Context: an optimization exercise on an open-source flow, tuned for small area, a short achievable clock period and few clock cycles. The choices shown serve that exercise and are no tape-out recipe.
Where RTL was checked, it was by simulation tests only, not by an equivalence proof against the original.
Power figures rest on the tool's default switching activity, not on a simulated workload.

oak:
==> flow/design.v (excerpt) <==
module ahb_master
(
    input  logic   i_clk,
    input  logic   i_reset_n,
    input  logic   i_req_valid,
    input  logic   i_req_read,
    input  master_pkg::addr_t  i_req_addr,
    input  master_pkg::len_t   i_req_len,
    output logic   o_req_ready,
    input  logic   i_wdata_valid,
    input  master_pkg::data_t  i_wdata,
    output logic   o_wdata_ready,
    output logic   o_rdata_valid,
    output master_pkg::data_t  o_rdata,
    input  logic   i_rdata_ready,
    output logic   o_hsel,
    output master_pkg::addr_t  o_haddr,
    output ahb_pkg::trans_t o_htrans,
    output ahb_pkg::burst_t o_hburst,
    output logic   o_hwrite,
    output master_pkg::data_t  o_hwdata,
    input  master_pkg::data_t  i_hrdata,
    input  logic   i_hready
);
clock: 4.5 ns
lec_check: 0
abc_area: 1
cap_margin: 20
core_margin: 2
core_utilization: 40
place_density: 0.8
setup_slack_margin: 1.8
slew_margin: 20
standard.sh (not shown) runs the stock make flow with config.mk's settings and CLKGATE_MAP_FILE= SYNTH_SCRIPT=/design/flow/synth_recipe.tcl, a recipe that flattens the netlist after the stock synthesis.
==> flow/flow/run.sh <==
#!/bin/bash
# Standard layout; ports buffered with the smallest buffer, sizing free to change footprints
bash standard.sh BUFFER_PORTS_ARGS="-buffer_cell sky130_fd_sc_hd__buf_1" MATCH_CELL_FOOTPRINT=0 finish > standard.log 2>&1
Testbench counts of oak, summed over its fixed seeds: cycles 15,561.
What pine does differently from oak at the input level:
- PLACE_DENSITY: 0.8 -> unset
- SETUP_SLACK_MARGIN: 1.8 -> 0
Results
- pine reached the final stage; the timing, DRC and antenna checks on its layout passed.
- Relative to oak, worst path arrival time increased by 450 ps in pine.
- The multi-input gate area in the final layout of pine is lower than that of oak.
- Core util | pine vs oak | pine lower
- Going from oak to pine, wire length shrank by a few percent.
- Min maximum resistive drop on vdd across pine and oak: pine
- Going from oak to pine, estimated wirelength of the detail-placed design has decreased; count of cells resized by post-cts repair has decreased.
- Between oak and pine, the flow reports routed wire length per instance decreasing by a few percent.
- The final reports for pine and oak show post-layout minimum cycle time higher in the former.
- Diff oak -> pine | register-to-register slack | decrease of 40 ps
- pine has total power below what oak had.
Here is what was changed in the inputs of birch compared with pine.
- swapping 0 for 1.8 in SETUP_SLACK_MARGIN
==> flow/run.sh (new file) <==
#!/bin/bash
# synth_recipe.tcl (not shown) runs the flow's synth.tcl, then flattens the netlist and writes it again
# the make line also repeats each setting of config.mk as NAME=value (left out here)
make -C /OpenROAD-flow-scripts/flow DESIGN_CONFIG=/design/flow/config.mk WORK_HOME=/design/flow/orfs CLKGATE_MAP_FILE= SYNTH_SCRIPT=/design/flow/synth_recipe.tcl finish
removed: flow/flow/run.sh
removed: flow/standard.sh
==> results.txt <==
birch: full flow OK, the timing, DRC and antenna checks passed
Compared with pine, birch shows a higher routed wirelength normalized by instance count.
The sequential share of layout area in birch sits 12 points below the value recorded for pine.
birch vs. pine: fmax climbed 14%; area added between synthesis and finish climbed 34 points.
pine -> birch: post-synthesis simple-gate area fraction delta 0, exact match
Shortest period the worst path allows is higher on pine
When birch is set beside pine, its cell area after placement turns out to be about 27% larger.
Compared birch vs pine, and worst hold margin is up in birch.
What maple does differently from birch at the input level:
- swapping 1.8 for 1.5 in SETUP_SLACK_MARGIN
==> flow/flow/run.sh (new file) <==
#!/bin/bash
# Standard layout; ports buffered with the smallest buffer, sizing free to change footprints
bash standard.sh BUFFER_PORTS_ARGS="-buffer_cell sky130_fd_sc_hd__buf_1" MATCH_CELL_FOOTPRINT=0 finish > standard.log 2>&1
==> flow/standard.sh (new file) <==
#!/bin/bash
# synth_recipe.tcl (not shown) runs the flow's synth.tcl, then flattens the netlist and writes it again
# the make line also repeats each setting of config.mk as NAME=value (left out here)
make -C /OpenROAD-flow-scripts/flow DESIGN_CONFIG=/design/flow/config.mk WORK_HOME=/design/flow/orfs CLKGATE_MAP_FILE= SYNTH_SCRIPT=/design/flow/synth_recipe.tcl "${@:-finish}"
removed: flow/run.sh
[summary]
On slack of the worst reg-to-reg path: maple sits below birch.
Est. power | maple vs birch | maple lower
On fraction of the cycle the final worst path needs, the lower figure sits with birch, not maple.
maple has met2 routing resource usage after global routing below what birch had.
maple vs. birch: core utilization went down by 14 points.
Comparing maple and birch, smallest setup slack after layout is lower on maple.
Delta(non-clock buffer count, maple - birch) > 0
Comparing maple and birch, the lower global-route wire length before repair was measured on maple.
maple improves on birch in final area.
Measured against each other, maple and birch differ in HPWL after detailed placement, the higher figure coming from birch.

========
ahb_master, a different RTL version from the one above (not shown whole).
For scale: roughly 210 I/O pins.
clock: 4.5 ns
lec_check: 0
abc_area: 1
cap_margin: 20
core_margin: 2
core_utilization: 40
setup_slack_margin: 1.8
slew_margin: 20
==> flow/flow/run.sh <==
#!/bin/bash
# Standard layout; ports buffered with the smallest buffer, sizing free to change footprints
bash standard.sh BUFFER_PORTS_ARGS="-buffer_cell sky130_fd_sc_hd__buf_1" MATCH_CELL_FOOTPRINT=0 finish > standard.log 2>&1
Rerun with:
Settings changed: SETUP_SLACK_MARGIN 1.8 to 1.9, SYNTH_HIERARCHICAL set to 1, SYNTH_MINIMUM_KEEP_SIZE set to 0.
What happened: Area after synthesis climbs by about 6%. Via count climbs by 14%. Sequential cell count stays the same. Global-route usage climbs by 1.1 points. Clock-buffer cell count drops by 2. Setup slack improves by 0.050 ns. Fmax climbs by about 2%. Power barely changes. Worst hold slack improves by 0.011 ns.
No functional check of the RTL was part of any run of this note.

========
Setup of fjord:
Another version of the RTL of ahb_master (not shown whole).
Size in the first run: about 360 cells after synthesis, ~210 I/O pins, roughly 0.0042 mm² of cells after synthesis.
Settings: LEC_CHECK=0, ABC_AREA=1, CAP_MARGIN=20, CORE_MARGIN=2, CORE_UTILIZATION=40, CTS_BUF_LIST=sky130_fd_sc_hd__clkbuf_8, SETUP_SLACK_MARGIN=2.3, SLEW_MARGIN=20; clock period 4.5 ns.
Scripts as last shown in full above: flow/flow/run.sh
### fjord -> quartz
Settings: swapping 2.3 for 2.1 in SETUP_SLACK_MARGIN.
==> results.txt <==
Of quartz and fjord, the higher number of optimization iterations in the first detailed-route pass belongs to quartz. The largest fanout of any net on the critical path in quartz sits 2 above the value recorded for fjord. Final cell count shrinks by a few percent when moving from fjord to quartz. Taking fjord as the reference point, the power after layout of quartz falls by about 9%. Diff fjord..quartz | worst-skew pair later-pin latency | negligible. On worst hold slack, quartz and fjord are basically level.
Here is what was changed in the inputs of ember compared with quartz.
Settings: CTS_BUF_LIST removed (was sky130_fd_sc_hd__clkbuf_8); SETUP_SLACK_MARGIN changed from 2.1 to 1.9.
[summary]
Non-clock buffering overhead in the final layout on ember is down relative to quartz. Comparing quartz with ember, the area of all sequential standard cells came out essentially unchanged. Between quartz and ember, the count of placed standard cells including taps figures differ only marginally. ember finished every step from synthesis to the final layout, and the layout passed the timing, DRC and antenna checks.
Here is what was changed in the inputs of nickel compared with ember.
Settings: SETUP_SLACK_MARGIN now 2.1, was 1.9.
- nickel ends up with a worst voltage drop across the vdd grid that is 4.1% higher than in ember.
- nickel vs ember — buffers inserted during post-CTS setup optimization rose 3.
- For ember, the origin of the worst setup path was i_hready, unlike nickel, where it was u_ctrl.rd_held_q.
- The post-route total power of nickel exceeds that of ember by 92 µW.
- Diff ember -> nickel: register-to-register slack decreased 0.02 ns, routed wire length has increased.
No run of this note included a check of the RTL's function; only the layout flow was run.

========
ahb_master, a different RTL version from the one above (not shown whole).
Size in the first run: roughly 370 cells after synthesis, roughly 120 flip-flops, about 4400 um^2 of cells after synthesis.
clock: 4.5 ns
lec_check: 0
abc_area: 1
cap_margin: 20
core_margin: 2
core_utilization: 40
setup_slack_margin: 2.1
slew_margin: 20
synth_hierarchical: 1
synth_minimum_keep_size: 0
Scripts as last shown in full above: flow/flow/run.sh
Edit:
SETUP_SLACK_MARGIN = 1.9   (was 2.1)
After rerunning:
- wire length came out lower by 7.6%
- die area stays the same
- worst setup slack got worse by 0.023 ns
- global-route usage went down by 0.66 points
- synthesized cell count does not change
- power goes down by 4.2%
- sequential share of layout area is higher by 3.1 points
No run of this note included a check of the RTL's function; only the layout flow was run.

========
## run A
ahb_master with an RTL version that a note above also has.
For scale: about 330 cells after synthesis, ~110 flip-flops, about 3900 um2 of cells after synthesis.
export LEC_CHECK = 0
export ABC_AREA = 1
export CAP_MARGIN = 20
export CORE_MARGIN = 2
export CORE_UTILIZATION = 40
export SETUP_SLACK_MARGIN = 2.2
export SLEW_MARGIN = 20
export TNS_END_PERCENT = 5
create_clock -name core_clock -period 4.5 [get_ports {i_clk}]
Scripts as last shown in full above: flow/flow/run.sh
Testbench counts of run A, summed over its fixed seeds: cycles 15,561.
Relative to run A, the following input files were edited for run B:
Settings: TNS_END_PERCENT no longer set, was 5.
- In the flow results for run B and run A, the fraction of area in multi-input gates is smaller on run A.
- Setup slack: run B less than run A
- Relative to run A, measured slew at the worst slew-check pin has gone down in run B.
- Taking run A as the reference, in run B first-pass GRT wire length rose about 10%, fraction of area in registers fell 12 points, clock power rose about 2%.
- Any difference in CTS clock-pin slew for the worst setup and hold paths between run A and run B is small enough to ignore.
- Of run B and run A, run A shows the lower cell leakage power, with run B above it.
- Delta (run B minus run A): maximum frequency -1.1%; clock group share of total power -3.1 points; power in sequential cells ~0 delta.
#### Input delta (run C over run B)
Settings: swapping 2.2 for 1.85 in SETUP_SLACK_MARGIN.
### Flow results
Summary — wire length, run C relative to run B: lower, by 27%.
In the tables for run C and run B, least setup slack across all paths after layout reads higher with run C.
Comparing run C and run B, non-clock buffer count is higher on run B.
Changes observed in run C relative to run B: fmax rose by 0.60%, first-pass GRT wire length fell by 2600 um, via total after detailed routing fell by 517, global-route track usage on met3 fell by 2.0 points.
> inputs changed (run C -> run D)
Settings: swapping 1 for 0 in ABC_AREA; swapping 1.85 for 2.1 in SETUP_SLACK_MARGIN.
==> comparison <==
Leakage component of the power: higher on run C. Worst slack after detailed placement for run D is lower than for run C. Run D did not stop at any stage, and its layout met the timing, DRC and antenna checks. Higher layout overhead on the synthesized area was reported by run D, not run C. Diff run C -> run D | share of the final layout cell area in multi-input gates | increase of 1.8 points. Row first-iteration DRC count: run D lower / run C higher. Run D leaves less setup margin than run C. Design area delta for run D relative to run C: 5.8% higher. Between run D and run C, total vias in the final route is lower for run D, run C comes in above that.
## Diff of input files: run E against run D
Settings: TNS_END_PERCENT: unset -> 5; ABC_AREA: 0 -> 1; SETUP_SLACK_MARGIN: 2.1 -> 2.0.
## What came out
- The cell internal power dissipation of run E falls short of that of run D by about 7%.
- Arrival time at the worst endpoint: run E vs run D down 0.38 ns
- Delta(met1 capacity usage during global routing, run E - run D) > 0
- Diff run D -> run E: sequential share of layout area went up; total power consumption of the routed design dropped 5.1%; setup slack picked up an extra 0.37 ns; depth of the worst register-to-register path went up 1; horizontal die dimension roughly the same.
- Compared with run D, run E shows a higher global-route usage.
- Run E vs run D, clock network area share went up by 0.32 points.

========
ahb_master again, from the RTL that the note above started with.
clock: 4.5 ns
lec_check: 0
abc_area: 1
cap_margin: 20
core_margin: 2
core_utilization: 40
setup_slack_margin: 1.7
slew_margin: 20
Scripts as last shown in full above: flow/flow/run.sh
The first run finished with timing, DRC and antenna clean.
Testbench counts at the start, summed over its fixed seeds: cycles 15,561.
Then changed:
==> flow/run.sh (new file) <==
#!/bin/bash
# synth_recipe.tcl (not shown) runs the flow's synth.tcl, then flattens the netlist and writes it again
# the make line also repeats each setting of config.mk as NAME=value (left out here)
make -C /OpenROAD-flow-scripts/flow DESIGN_CONFIG=/design/flow/config.mk WORK_HOME=/design/flow/orfs CLKGATE_MAP_FILE= SYNTH_SCRIPT=/design/flow/synth_recipe.tcl finish
- SETUP_SLACK_MARGIN: 1.7 -> 2.2
removed: flow/flow/run.sh
removed: flow/standard.sh
After rerunning:
- The new run completed with no timing, DRC or antenna violations
- register-to-register slack gets worse by 80 ps
- die area stays the same
- via count rises by 21%
- setup slack is better by 100 ps
- clock-buffer cell count came out lower by 2
- design area rises by 42%
- first-iteration DRC count rises by 87%
- non-clock buffer count went up by 111

========
The RTL this note starts from:
==> flow/design.v <==
package ahb_pkg;
    typedef logic [1:0] trans_t;
    localparam trans_t HTRANS_IDLE   = 2'b00;
    localparam trans_t HTRANS_BUSY   = 2'b01;    
    localparam trans_t HTRANS_NONSEQ = 2'b10;    
    localparam trans_t HTRANS_SEQ    = 2'b11;
    typedef logic [2:0] burst_t;
    localparam burst_t HBURST_SINGLE = 3'b000;
    localparam burst_t HBURST_INCR   = 3'b001;   
    localparam burst_t HBURST_INCR4  = 3'b011;
    localparam burst_t HBURST_INCR8  = 3'b101;
    localparam burst_t HBURST_INCR16 = 3'b111;
    localparam int WORD_STEP = 4;
endpackage
package master_pkg;
    localparam int ADDR_W = 32;
    localparam int DATA_W = 32;
    localparam int LEN_W = 4;    
    typedef logic [ADDR_W-1:0] addr_t;
    typedef logic [DATA_W-1:0] data_t;
    typedef logic [LEN_W-1:0]  len_t;
endpackage
`timescale 1ns/1ps
module beat_fifo
(
    input  logic   i_clk,
    input  logic   i_reset_n,
    input  logic   i_load,
    input  logic   i_keep,
    input  master_pkg::data_t  i_data,
    input  logic   i_pop,
    output master_pkg::data_t  o_data,
    output logic   o_held
);
    master_pkg::data_t word_q;
    logic held_q;
    assign o_data = word_q;
    assign o_held = held_q;
    always_ff @(posedge i_clk) begin
        if (i_load) begin
            word_q <= i_data;
        end
    end
    always_ff @(posedge i_clk or negedge i_reset_n) begin
        if (!i_reset_n) begin
            held_q <= 1'b0;
        end else begin
            held_q <= i_keep || (held_q && !i_pop);
        end
    end
endmodule
`timescale 1ns/1ps
module ahb_txn_ctrl
(
    input  logic   i_clk,
    input  logic   i_reset_n,
    input  logic   i_req_valid,
    input  logic   i_req_read,
    input  master_pkg::addr_t  i_req_addr,
    input  master_pkg::len_t   i_req_len,
    output logic   o_req_ready,
    input  logic   i_wr_ok,                
    input  logic   i_rd_ok,                
    output logic   o_dp_wr,                
    output logic   o_dp_rd,                
    input  logic   i_hready,
    output logic   o_hsel,
    output master_pkg::addr_t  o_haddr,
    output ahb_pkg::trans_t o_htrans,
    output ahb_pkg::burst_t o_hburst,
    output logic   o_hwrite
);
    logic          ld_q, st_q, dpv_q, dpw_q, hwrite_q, shown_q;
    logic [2:0]    hburst_q;
    logic [3:0]    rem_q;
    logic [29:0]   haddr_q;
    logic can, active, samp, last, done, take;
    assign can    = shown_q || (hwrite_q ? i_wr_ok : i_rd_ok);
    assign active = ld_q && can;
    assign samp   = i_hready && active;
    assign last   = (rem_q == 4'd0);
    assign done   = samp && last;
    assign o_req_ready = !ld_q || done;
    assign take   = i_req_valid && o_req_ready;
    always_ff @(posedge i_clk or negedge i_reset_n) begin
        if (!i_reset_n) begin
            ld_q    <= 1'b0;
            st_q    <= 1'b0;
            dpv_q   <= 1'b0;
            dpw_q   <= 1'b0;
            shown_q <= 1'b0;
        end else begin
            ld_q    <= take || (ld_q && !done);
            st_q    <= !take && !done && (samp || st_q);
            shown_q <= active && !i_hready;
            if (i_hready) begin
                dpv_q <= samp;
                dpw_q <= hwrite_q;
            end
        end
    end
    always_ff @(posedge i_clk) begin
        if (take) begin
            haddr_q  <= i_req_addr[31:2];
            rem_q    <= i_req_len;
            hwrite_q <= !i_req_read;
            case (i_req_len)
                4'd0:    hburst_q <= ahb_pkg::HBURST_SINGLE;
                4'd3:    hburst_q <= ahb_pkg::HBURST_INCR4;
                4'd7:    hburst_q <= ahb_pkg::HBURST_INCR8;
                4'd15:   hburst_q <= ahb_pkg::HBURST_INCR16;
                default: hburst_q <= ahb_pkg::HBURST_INCR;
            endcase
        end else if (samp) begin
            haddr_q[7:0] <= haddr_q[7:0] + 8'd1;    
            rem_q        <= rem_q - 4'd1;
        end
    end
    assign o_dp_wr  = dpv_q && dpw_q;
    assign o_dp_rd  = dpv_q && !dpw_q;
    assign o_htrans = {active, st_q};
    assign o_hsel   = ld_q;
    assign o_haddr  = {haddr_q, 2'b00};
    assign o_hburst = hburst_q;
    assign o_hwrite = hwrite_q;
endmodule
`timescale 1ns/1ps
module ahb_master
(
    input  logic   i_clk,
    input  logic   i_reset_n,
    input  logic   i_req_valid,
    input  logic   i_req_read,
    input  master_pkg::addr_t  i_req_addr,
    input  master_pkg::len_t   i_req_len,
    output logic   o_req_ready,
    input  logic   i_wdata_valid,
    input  master_pkg::data_t  i_wdata,
    output logic   o_wdata_ready,
    output logic   o_rdata_valid,
    output master_pkg::data_t  o_rdata,
    input  logic   i_rdata_ready,
    output logic   o_hsel,
    output master_pkg::addr_t  o_haddr,
    output ahb_pkg::trans_t o_htrans,
    output ahb_pkg::burst_t o_hburst,
    output logic   o_hwrite,
    output master_pkg::data_t  o_hwdata,
    input  master_pkg::data_t  i_hrdata,
    input  logic   i_hready
);
    logic dp_wr, dp_rd;
    logic wr_held, wr_pop, wr_push;
    logic rd_held, rd_in, rd_take;
    logic wr_ok, rd_ok;
    master_pkg::data_t rd_word;
    assign wr_pop        = i_hready && dp_wr;
    assign o_wdata_ready = !wr_held || wr_pop;
    assign wr_push       = i_wdata_valid && o_wdata_ready;
    assign wr_ok         = wr_push || (wr_held && !dp_wr);
    assign rd_in         = i_hready && dp_rd;
    assign o_rdata_valid = rd_held || rd_in;
    assign o_rdata       = rd_held ? rd_word : i_hrdata;
    assign rd_take       = o_rdata_valid && i_rdata_ready;
    assign rd_ok         = (!rd_held && !dp_rd) || rd_take;
    beat_fifo u_wr_buf (
        .i_clk(i_clk), .i_reset_n(i_reset_n),
        .i_load(o_wdata_ready), .i_keep(wr_push), .i_data(i_wdata), .i_pop(wr_pop),
        .o_data(o_hwdata), .o_held(wr_held)
    );
    beat_fifo u_rd_buf (
        .i_clk(i_clk), .i_reset_n(i_reset_n),
        .i_load(!rd_held), .i_keep(rd_in && !i_rdata_ready), .i_data(i_hrdata), .i_pop(i_rdata_ready),
        .o_data(rd_word), .o_held(rd_held)
    );
    ahb_txn_ctrl u_ctrl (
        .i_clk(i_clk), .i_reset_n(i_reset_n),
        .i_req_valid(i_req_valid), .i_req_read(i_req_read),
        .i_req_addr(i_req_addr), .i_req_len(i_req_len), .o_req_ready(o_req_ready),
        .i_wr_ok(wr_ok), .i_rd_ok(rd_ok),
        .o_dp_wr(dp_wr), .o_dp_rd(dp_rd),
        .i_hready(i_hready),
        .o_hsel(o_hsel), .o_haddr(o_haddr), .o_htrans(o_htrans),
        .o_hburst(o_hburst), .o_hwrite(o_hwrite)
    );
endmodule
clock: 4.5 ns
lec_check: 0
abc_area: 0
abc_clock_period_in_ps: 1500
cap_margin: 20
core_margin: 2
core_utilization: 40
setup_slack_margin: 1.8
slew_margin: 20
==> flow/flow/run.sh <==
#!/bin/bash
# Standard layout; ports buffered with the smallest buffer, sizing free to change footprints
bash standard.sh BUFFER_PORTS_ARGS="-buffer_cell sky130_fd_sc_hd__buf_1" MATCH_CELL_FOOTPRINT=0 finish > standard.log 2>&1
The starting point produced a clean layout.
Testbench counts at the start, summed over its fixed seeds: cycles 15,561.
==> next run, changes <==
Settings changed: ABC_AREA 0 to 1, ABC_CLOCK_PERIOD_IN_PS 1500 to 700.
- clock skew fell by 4.4 ps
- clock power rose by 12%
- wire length rose by about 7%
- via count rose by 13%
- fmax rose by 13%
- total power fell by about 1.6%
- sequential power is about the same
- die area hardly moves
- worst setup slack gains 330 ps
- first-iteration DRC count rose by 22%

separate check: timing with driven ports:
In the flow no input, the clock included, has a driving cell. The finished layouts below were timed again as built, in two steps.
Step 1: set_driving_cell puts a clkbuf_16 on i_clk and a buf_2 on each other input, an assumption about the parent block.
Step 2 times the ports against the registers' clock, not the clock port: input delays grow and output delays shrink by t, the midpoint of the rising clock arrivals with the driver on.
Three values: ideal ports, drivers, drivers and shift; two values: the first two.
run | t, ns | setup WS [ns] | worst setup path after step 2 | slew at the worst register clock pin (ns)
oak | 0.390 | 1.896 / 1.856 / 1.681 | input to register | 0.10 / 0.10
pine | 0.388 | 1.455 / 1.408 / 1.408 | input to output | 0.10 / 0.10
birch | 0.394 | 1.826 / 1.790 / 1.657 | input to register | 0.11 / 0.11
maple | 0.378 | 1.666 / 1.630 / 1.541 | input to register | 0.11 / 0.11
the first run of note 2 | 0.392 | 1.843 / 1.801 / 1.714 | input to register | 0.10 / 0.10
the second run of note 2 | 0.391 | 1.893 / 1.862 / 1.725 | input to register | 0.10 / 0.10
fjord | 0.442 | 2.139 / 2.094 / 1.915 | input to register | 0.07 / 0.07
quartz | 0.435 | 2.147 / 2.093 / 2.001 | input to register | 0.07 / 0.07
ember | 0.526 | 2.007 / 1.957 / 1.706 | input to register | 0.06 / 0.06
nickel | 0.526 | 2.096 / 2.065 / 1.797 | input to register | 0.06 / 0.06
the first run of note 4 | 0.523 | 2.059 / 2.028 / 1.939 | input to register | 0.06 / 0.06
the second run of note 4 | 0.522 | 2.036 / 1.999 / 1.853 | input to register | 0.06 / 0.06
run A | 0.384 | 1.945 / 1.877 / 1.681 | input to register | 0.10 / 0.10
run B | 0.396 | 1.916 / 1.856 / 1.856 | input to output | 0.11 / 0.11
run C | 0.386 | 1.932 / 1.880 / 1.677 | input to register | 0.11 / 0.11
run D | 0.398 | 1.575 / 1.522 / 1.232 | input to register | 0.10 / 0.10
run E | 0.395 | 1.946 / 1.870 / 1.640 | input to register | 0.11 / 0.11
the first run of note 6 | 0.384 | 1.827 / 1.794 / 1.614 | input to register | 0.10 / 0.10
the second run of note 6 | 0.380 | 1.930 / 1.861 / 1.611 | input to register | 0.11 / 0.11
the first run of note 7 | 0.391 | 1.578 / 1.520 / 1.281 | input to register | 0.12 / 0.12
the second run of note 7 | 0.385 | 1.905 / 1.849 / 1.663 | input to register | 0.11 / 0.11
After both steps every run listed still meets setup and hold. For run D, which loses most, drivers alone change the setup slack by -0.053 ns; drivers and shift together by -0.343 ns.
